Background: an optimization exercise with open tools, aiming at small area, a short achievable clock period and few clock cycles per item. Do not read the settings as production practice.
Function was checked by simulation only, so behaviour that the tests miss may differ from the original.
No activity file was given, so power comes from the tool's default toggle rates.

try-harbor:
// sigmoid_pipe
module sigmoid_pipe #(
  parameter int W     = 16,
  parameter int F     = W / 2,
  parameter int LANES = 4
) (
  input  logic               clk,
  input  logic               rst,
  input  logic               in_valid,
  output logic               in_ready,
  input  logic [LANES*W-1:0] in_data,
  input  logic               in_mode,
  output logic               out_valid,
  input  logic               out_ready,
  output logic [LANES*W-1:0] out_data,
  output logic [LANES-1:0]   out_sat
);
Settings: LEC_CHECK=0, ABC_AREA=1, CAP_MARGIN=20, CORE_MARGIN=2, CORE_UTILIZATION=40, SETUP_SLACK_MARGIN=3.4, SLEW_MARGIN=20; clock period 7.0 ns.
standard.sh (not shown) runs the stock make flow with config.mk's settings and CLKGATE_MAP_FILE= SYNTH_SCRIPT=/design/flow/synth_recipe.tcl, a recipe that flattens the netlist after the stock synthesis.
==> flow/flow/run.sh <==
#!/bin/bash
# Layout flow: the standard ORFS flow (standard.sh) with three changes:
#  - synthesis leaves the adders to ABC (no ADDER_MAP_FILE, so no fa/ha cells) and maps the
#    logic with ABC's area mapper (flow/abc_map.script) in place of ORFS's ABC script;
#    everything else in the synthesis, registers included, is the standard flow's own synth_recipe.tcl;
#  - port buffers use the platform's plain buf_1 cell instead of the one buffer_ports picks;
#  - clock tree: small clock buffers and no dummy loads.
# Each step's full output goes to a log file of its own here; ORFS keeps its per-step logs
# under orfs/logs/.
set -euo pipefail
W=$PWD
export BUFFER_PORTS_ARGS="-buffer_cell sky130_fd_sc_hd__buf_1"
export CTS_ARGS="-sink_clustering_enable -repair_clock_nets -dont_use_dummy_load -buf_list {sky130_fd_sc_hd__clkbuf_4 sky130_fd_sc_hd__clkbuf_8} -root_buf sky130_fd_sc_hd__clkbuf_8"

# synth_recipe.tcl with every "abc -script X ..." call given flow/abc_map.script as X
cat > "$W/synth_abc.tcl" <<TCL
proc abc {args} {
  set i [lsearch -exact \$args -script]
  if {\$i >= 0} { set args [lreplace \$args [expr {\$i + 1}] [expr {\$i + 1}] {$W/flow/abc_map.script}] }
  yosys abc {*}\$args
}
source {$W/synth_recipe.tcl}
TCL
sed "s#SYNTH_SCRIPT=[^ ]*#SYNTH_SCRIPT=$W/synth_abc.tcl ADDER_MAP_FILE=#" standard.sh > my_standard.sh
grep -q "SYNTH_SCRIPT=$W/synth_abc.tcl ADDER_MAP_FILE=" my_standard.sh

bash my_standard.sh synth > synth.log 2>&1
bash my_standard.sh > layout.log 2>&1
==> flow/flow/abc_map.script <==
strash
&get -n
&deepsyn -T 60
&put
dch -f
amap
topo
stime -c
buffer -c
upsize -c
dnsize -c
try-harbor completed every stage of the flow, and the final layout passed the timing, DRC and antenna checks.
Testbench counts of try-harbor, summed over its fixed seeds: cycles 8,016, items 8,000.
--- input diff try-harbor..try-maple ---
Settings: CORE_UTILIZATION changed from 40 to 65; SETUP_SLACK_MARGIN changed from 3.4 to 3.2.
==> flow/flow/abc_map.script <==
strash
dc2
dch -f
amap
topo
stime -c
buffer -c
upsize -c
dnsize -c
Findings:
- Power drawn by the clock network: try-harbor vs try-maple, no meaningful difference
- try-maple vs try-harbor on worst setup slack: try-maple is the lower one.
- Re post-layout total power: try-maple and try-harbor aren't equal, and the lower value belongs to try-harbor.
- The final layout from try-maple, which completed every stage, passed the timing, DRC and antenna checks at the end of the flow.
- Relative to try-harbor, combined global-route utilization of all metal layers increased by 9.1 points in try-maple.
- Static leakage down 1.4% in try-maple wrt try-harbor
- The run showing the smaller area added between synthesis and finish is try-maple.
- Compared with try-harbor, try-maple shows a higher via count.
The inputs of try-juniper differ from those of try-maple as listed below.
Settings: a change of CORE_UTILIZATION from 65 to 40; a change of SLEW_MARGIN from 20 to 0; a change of CAP_MARGIN from 20 to 0.
diff --git a/flow/flow/run.sh b/flow/flow/run.sh
--- a/flow/flow/run.sh
+++ b/flow/flow/run.sh
@@ -4 +4,2 @@
-#    logic with ABC's area mapper (flow/abc_map.script) in place of ORFS's ABC script;
+#    logic with flow/abc_map.script (a 60 s &deepsyn restructuring, then ABC's area mapper)
+#    in place of ORFS's ABC script;
==> flow/flow/abc_map.script <==
strash
&get -n
&deepsyn -T 60
&put
dch -f
amap
topo
stime -c
buffer -c
upsize -c
dnsize -c
==> results.txt <==
- Initial standard-cell utilization of the core in try-juniper is 26 points below try-maple.
- Remaining antenna violation count came out exactly the same in try-maple and try-juniper.
- The most heavily used metal layer in global routing comes out met2 in one run and met1 in the other, namely in try-maple and try-juniper respectively.
- Part of the power in the clock network ends up lower on try-maple.
- After detailed routing, try-maple needs more wire than try-juniper.
- The area growth from synthesis to layout in try-juniper was higher than what try-maple gave.
- Against try-maple, try-juniper comes in 1 lower on first-pass detailed-route iteration total.
- try-juniper: wire length of the first global-routing pass about 1.1% above try-maple
- [compare] base=try-maple new=try-juniper: combined area of the multi-input logic cells went down about 8%, core region area went up about 60%.
--- input diff try-juniper..try-pepper ---
Settings: swapping 0 for 20 in SLEW_MARGIN; swapping 0 for 20 in CAP_MARGIN.
diff --git a/flow/flow/run.sh b/flow/flow/run.sh
--- a/flow/flow/run.sh
+++ b/flow/flow/run.sh
@@ -4,2 +4 @@
-#    logic with flow/abc_map.script (a 60 s &deepsyn restructuring, then ABC's area mapper)
-#    in place of ORFS's ABC script;
+#    logic with ABC's area mapper (flow/abc_map.script) in place of ORFS's ABC script;
@@ -14 +13 @@
-export CTS_ARGS="-sink_clustering_enable -repair_clock_nets -dont_use_dummy_load -buf_list {sky130_fd_sc_hd__clkbuf_4 sky130_fd_sc_hd__clkbuf_8} -root_buf sky130_fd_sc_hd__clkbuf_8"
+export CTS_ARGS="-sink_clustering_enable -repair_clock_nets -dont_use_dummy_load -sink_clustering_size 30 -sink_clustering_max_diameter 60 -buf_list {sky130_fd_sc_hd__clkbuf_4} -root_buf sky130_fd_sc_hd__clkbuf_8"
==> results.txt <==
- Re fmax: no difference whatsoever between try-pepper and try-juniper.
- Reported for try-juniper and try-pepper, total inserted antenna cells turned out identical to the last digit.
- Comparing try-pepper against try-juniper, there is no change at all in unique cell type count in the Yosys netlist.
- Reported for try-juniper and try-pepper, buffer depth of the longest clock path turned out identical to the last digit.
- Diff try-juniper -> try-pepper: utilization essentially unchanged, met3 demand-to-capacity share in global routing essentially unchanged.
Relative to try-pepper, the following input files were edited for try-garnet:
Settings: changing SETUP_SLACK_MARGIN from 3.2 to 3.0.
diff --git a/flow/flow/run.sh b/flow/flow/run.sh
--- a/flow/flow/run.sh
+++ b/flow/flow/run.sh
@@ -4 +4,2 @@
-#    logic with ABC's area mapper (flow/abc_map.script) in place of ORFS's ABC script;
+#    logic with flow/abc_map.script (a 60 s &deepsyn restructuring, then ABC's area mapper)
+#    in place of ORFS's ABC script;
@@ -13 +14 @@
-export CTS_ARGS="-sink_clustering_enable -repair_clock_nets -dont_use_dummy_load -sink_clustering_size 30 -sink_clustering_max_diameter 60 -buf_list {sky130_fd_sc_hd__clkbuf_4} -root_buf sky130_fd_sc_hd__clkbuf_8"
+export CTS_ARGS="-sink_clustering_enable -repair_clock_nets -dont_use_dummy_load -buf_list {sky130_fd_sc_hd__clkbuf_4 sky130_fd_sc_hd__clkbuf_8} -root_buf sky130_fd_sc_hd__clkbuf_8"
## What came out
- First element of the critical path = r_mode[1]: try-pepper; first element of the critical path = g_lane[1].u_lane.r2_q[1]: try-garnet
- The core utilization in try-garnet was lower than what try-pepper gave.
- Compared with try-pepper, in try-garnet shortest clock period the worst path allows after layout has increased; critical-path maximum fanout now smaller.
- Of try-pepper and try-garnet, the run reporting the lower number of nets in the finished design was try-garnet.
- try-garnet: power spent charging and discharging nets is 0.000013 W lower than what try-pepper reported.
- Compared to try-pepper, try-garnet has final critical-path setup slack 0.051 ns lower.
- Summary of the comparison: number of search-and-repair iterations in the first detailed-routing pass is higher in try-garnet, relative to try-pepper.
- ~same worst-case clock buffer depth in try-pepper and try-garnet
- Share of total power consumed by net switching: higher on try-pepper
- Wire length: try-garnet better than try-pepper
- try-garnet gives less highest attainable clock frequency than try-pepper did.
### try-garnet -> try-zinc
Settings: a change of SETUP_SLACK_MARGIN from 3.0 to 3.2; an added PLACE_DENSITY of 0.8.
Findings:
- Status: worst clock skew on the final layout parity (try-zinc, try-garnet)
- Reported for try-garnet and try-zinc, number of ordinary inverters in the final layout turned out identical to the last digit.
- Summary: with try-garnet as the reference, global-route wire length before repair in try-zinc moved up slightly.
- Looking at area share of buffers outside the clock network across try-garnet and try-zinc, the one that comes out lower is try-garnet.
- try-zinc gives more cell leakage power than try-garnet did.
- try-garnet leaves less setup margin than try-zinc.
- try-garnet → try-zinc: number of global-route vias before repair has increased, non-clock buffer count in the final layout moved up, post-detailed-routing wire length now larger.
- In the reports for try-garnet and try-zinc, the smaller maximum number of pins on one net before global-route repair belongs to try-garnet.
- Arrival time of data at the critical path endpoint on try-zinc is down relative to try-garnet.

---

Another version of the RTL of sigmoid_pipe (not shown whole).
Size in the first run: about 84 flip-flops, roughly 140 I/O pins, roughly 0.0091 sq mm of cells after synthesis.
Design sigmoid_pipe, start of the top module:
module sigmoid_pipe #(
  parameter int W     = 16,
  parameter int F     = W / 2,
  parameter int LANES = 4
) (
  input  logic               clk,
  input  logic               rst,
  input  logic               in_valid,
  output logic               in_ready,
  input  logic [LANES*W-1:0] in_data,
  input  logic               in_mode,
  output logic               out_valid,
  input  logic               out_ready,
  output logic [LANES*W-1:0] out_data,
  output logic [LANES-1:0]   out_sat
);
  logic       w_en;
  logic [1:0] r_vld;
  logic [1:0] r_mode;
  logic       w_mode;
  assign w_mode = in_mode;
  assign w_en      = !r_vld[1] || out_ready;
  assign in_ready  = w_en;
  assign out_valid = r_vld[1];
  always_ff @(posedge clk) begin
    if (rst)       r_vld <= '0;
    else if (w_en) r_vld <= {r_vld[0], in_valid};
  end
  always_ff @(posedge clk) begin
    if (w_en) r_mode <= {r_mode[0], w_mode};
  end
  for (genvar g = 0; g < LANES; g++) begin : g_lane
    sigmoid_lane u_lane (
      .clk    (clk),
      .i_en   (w_en),
      .i_mode (w_mode),
      .i_x    (in_data[g*W +: W]),
      .r_mode (r_mode[1]),
      .o_y    (out_data[g*W +: W]),
      .o_sat  (out_sat[g])
    );
  end
endmodule
Settings: LEC_CHECK=0, CAP_MARGIN=20, CORE_MARGIN=2, CORE_UTILIZATION=40, SETUP_SLACK_MARGIN=3.2, SLEW_MARGIN=20; clock period 7.0 ns.
==> flow/flow/run.sh <==
#!/bin/bash
# Layout flow: the standard ORFS flow with two changes:
#  - port buffers use the platform's plain buf_1 cell instead of the one buffer_ports picks;
#  - clock tree: small clock buffers and no dummy loads.
set -euo pipefail
export BUFFER_PORTS_ARGS="-buffer_cell sky130_fd_sc_hd__buf_1"
export CTS_ARGS="-sink_clustering_enable -repair_clock_nets -dont_use_dummy_load -buf_list {sky130_fd_sc_hd__clkbuf_4 sky130_fd_sc_hd__clkbuf_8} -root_buf sky130_fd_sc_hd__clkbuf_8"
bash standard.sh synth > synth.log 2>&1
bash standard.sh > layout.log 2>&1
Testbench counts at the start, summed over its fixed seeds: cycles 8,016, items 8,000.
Next try:
==> flow/flow/run.sh (replaced) <==
#!/bin/bash
# Layout flow: the standard ORFS flow, with the port buffers made from the platform's
# plain buf_1 cell instead of the buffer buffer_ports would pick on its own.
set -euo pipefail
export BUFFER_PORTS_ARGS="-buffer_cell sky130_fd_sc_hd__buf_1"
bash standard.sh synth > synth.log 2>&1
bash standard.sh > layout.log 2>&1
- SETUP_SLACK_MARGIN: 3.2 -> 3.5
Power increases by about a fifth.
Register-to-register slack improved by 0.22 ns.
Utilization increases by 2.2 points.
Global-route usage is higher by 0.14 points.
Synthesized cell count is unchanged.
Design area rises by a few percent.
Wire length came out higher by a few percent.
Maximum frequency climbs slightly.
Die area is unchanged.
Clock skew fell by 0.0080 ns.
Next try:
- ABC_AREA: not set -> 1
- SETUP_SLACK_MARGIN: 3.5 -> 3.2
=> Total power came out lower by 1.3%. Clock skew hardly moves. Via count came out higher by 2.8%. Wire length came out lower by 9.0%. Global-route usage came out lower by 0.79 points. Final area came out lower by 4.0%.
Next try:
==> flow/flow/run.sh (replaced) <==
#!/bin/bash
# Layout flow: the standard ORFS flow with two changes:
#  - port buffers use the platform's plain buf_1 cell instead of the one buffer_ports picks;
#  - clock tree: small clock buffers and no dummy loads.
set -euo pipefail
export BUFFER_PORTS_ARGS="-buffer_cell sky130_fd_sc_hd__buf_1"
export CTS_ARGS="-sink_clustering_enable -repair_clock_nets -dont_use_dummy_load -buf_list {sky130_fd_sc_hd__clkbuf_4 sky130_fd_sc_hd__clkbuf_8} -root_buf sky130_fd_sc_hd__clkbuf_8"
bash standard.sh synth > synth.log 2>&1
bash standard.sh > layout.log 2>&1
- The new run completed with no timing, DRC or antenna violations
- wire length is lower by 1.3%
- clock power drops by 46%
- die area is unchanged
- cell count went down by about 0.4%
- worst setup slack gets worse by 0.0042 ns
- critical path depth is unchanged
- register-to-register slack improved by 0.09 ns
- via count fell by 0.71%
Next try:
==> flow/flow/run.sh (replaced) <==
#!/bin/bash
# Layout flow: the standard ORFS flow (standard.sh) with three changes:
#  - synthesis maps the logic with ABC's area mapper (flow/abc_map.script) in place of
#    ORFS's ABC script; everything else in the synthesis, registers included, is the standard flow's own
#    synth_recipe.tcl;
#  - port buffers use the platform's plain buf_1 cell instead of the one buffer_ports picks;
#  - clock tree: small clock buffers and no dummy loads.
# Each step's full output goes to a log file of its own here; ORFS keeps its per-step logs
# under orfs/logs/.
set -euo pipefail
W=$PWD
export BUFFER_PORTS_ARGS="-buffer_cell sky130_fd_sc_hd__buf_1"
export CTS_ARGS="-sink_clustering_enable -repair_clock_nets -dont_use_dummy_load -buf_list {sky130_fd_sc_hd__clkbuf_4 sky130_fd_sc_hd__clkbuf_8} -root_buf sky130_fd_sc_hd__clkbuf_8"

# synth_recipe.tcl with every "abc -script X ..." call given flow/abc_map.script as X
cat > "$W/synth_abc.tcl" <<TCL
proc abc {args} {
  set i [lsearch -exact \$args -script]
  if {\$i >= 0} { set args [lreplace \$args [expr {\$i + 1}] [expr {\$i + 1}] {$W/flow/abc_map.script}] }
  yosys abc {*}\$args
}
source {$W/synth_recipe.tcl}
TCL
sed "s#SYNTH_SCRIPT=[^ ]*#SYNTH_SCRIPT=$W/synth_abc.tcl#" standard.sh > my_standard.sh
grep -q "SYNTH_SCRIPT=$W/synth_abc.tcl" my_standard.sh

bash my_standard.sh synth > synth.log 2>&1
bash my_standard.sh > layout.log 2>&1
==> flow/flow/abc_map.script (new file) <==
strash
dc2
dch -f
amap
topo
stime -c
buffer -c
upsize -c
dnsize -c
Sequential power hardly moves.
Die area goes down by 12%.
Worst setup slack gets worse by 0.10 ns.
Routed wire length fell by 2.1%.
Synthesized cell count came out lower by 22%.
Non-clock buffer count goes up by 58.
Clock skew stays flat.
Next try:
--- a/flow/flow/run.sh
+++ b/flow/flow/run.sh
@@ -1,7 +1,7 @@
 #!/bin/bash
 # Layout flow: the standard ORFS flow (standard.sh) with three changes:
-#  - synthesis maps the logic with ABC's area mapper (flow/abc_map.script) in place of
-#    ORFS's ABC script; everything else in the synthesis, registers included, is the standard flow's own
-#    synth_recipe.tcl;
+#  - synthesis leaves the adders to ABC (no ADDER_MAP_FILE, so no fa/ha cells) and maps the
+#    logic with ABC's area mapper (flow/abc_map.script) in place of ORFS's ABC script;
+#    everything else in the synthesis, registers included, is the standard flow's own synth_recipe.tcl;
 #  - port buffers use the platform's plain buf_1 cell instead of the one buffer_ports picks;
 #  - clock tree: small clock buffers and no dummy loads.
@@ -22,6 +22,6 @@
 source {$W/synth_recipe.tcl}
 TCL
-sed "s#SYNTH_SCRIPT=[^ ]*#SYNTH_SCRIPT=$W/synth_abc.tcl#" standard.sh > my_standard.sh
-grep -q "SYNTH_SCRIPT=$W/synth_abc.tcl" my_standard.sh
+sed "s#SYNTH_SCRIPT=[^ ]*#SYNTH_SCRIPT=$W/synth_abc.tcl ADDER_MAP_FILE=#" standard.sh > my_standard.sh
+grep -q "SYNTH_SCRIPT=$W/synth_abc.tcl ADDER_MAP_FILE=" my_standard.sh
 
 bash my_standard.sh synth > synth.log 2>&1
- SETUP_SLACK_MARGIN: 3.2 -> 3.6
Result: Total power is higher by a few percent; via count is higher by a few percent; hold slack gets better by 0.0045 ns; global-route usage is higher by 1.4 points; first-iteration DRC count is higher by well over a third; die area is lower by a little under a tenth; cell area is lower slightly; cell count is higher slightly; worst setup slack gets worse by 0.11 ns; wire length is higher slightly.

## re-timing with driven ports
How much do the figures lean on ideal ports? The routed layouts below were timed once more, with nothing changed but the port constraints. Step 1 assumes that a clkbuf_16 drives the clock port and a buf_2 every other input. Step 2 moves the port delays by t, midway between the first and last clock arrival at a register: inputs arrive t later, outputs are due t later. That takes back most of the time a late clock gives input paths. a / b / c = ideal / step 1 / step 2; a / b = the first two.
run | t, ns | setup slack, ns | latest minus earliest clock arrival (ns)
try-harbor | 0.370 | 3.454 / 3.428 / 3.198 | 0.020 / 0.020
try-maple | 0.378 | 3.293 / 3.259 / 3.254 | 0.028 / 0.028
try-juniper | 0.379 | 3.340 / 3.306 / 3.098 | 0.024 / 0.023
try-pepper | 0.379 | 3.340 / 3.306 / 3.098 | 0.024 / 0.023
try-garnet | 0.377 | 3.289 / 3.254 / 2.914 | 0.028 / 0.027
try-zinc | 0.391 | 3.354 / 3.320 / 3.108 | 0.035 / 0.036
the first run of note 2 | 0.399 | 3.352 / 3.314 / 2.995 | 0.027 / 0.027
the second run of note 2 | 0.384 | 3.412 / 3.369 / 3.235 | 0.011 / 0.011
the third run of note 2 | 0.377 | 3.467 / 3.426 / 3.383 | 0.009 / 0.009
the fourth run of note 2 | 0.378 | 3.463 / 3.426 / 3.393 | 0.024 / 0.025
the fifth run of note 2 | 0.392 | 3.362 / 3.323 / 3.092 | 0.023 / 0.023
the sixth run of note 2 | 0.380 | 3.249 / 3.212 / 3.527 | 0.024 / 0.023
After both steps setup and hold are still met in every run listed. For try-garnet, which loses most, drivers alone change the setup slack by -0.035 ns; drivers and shift together by -0.375 ns.
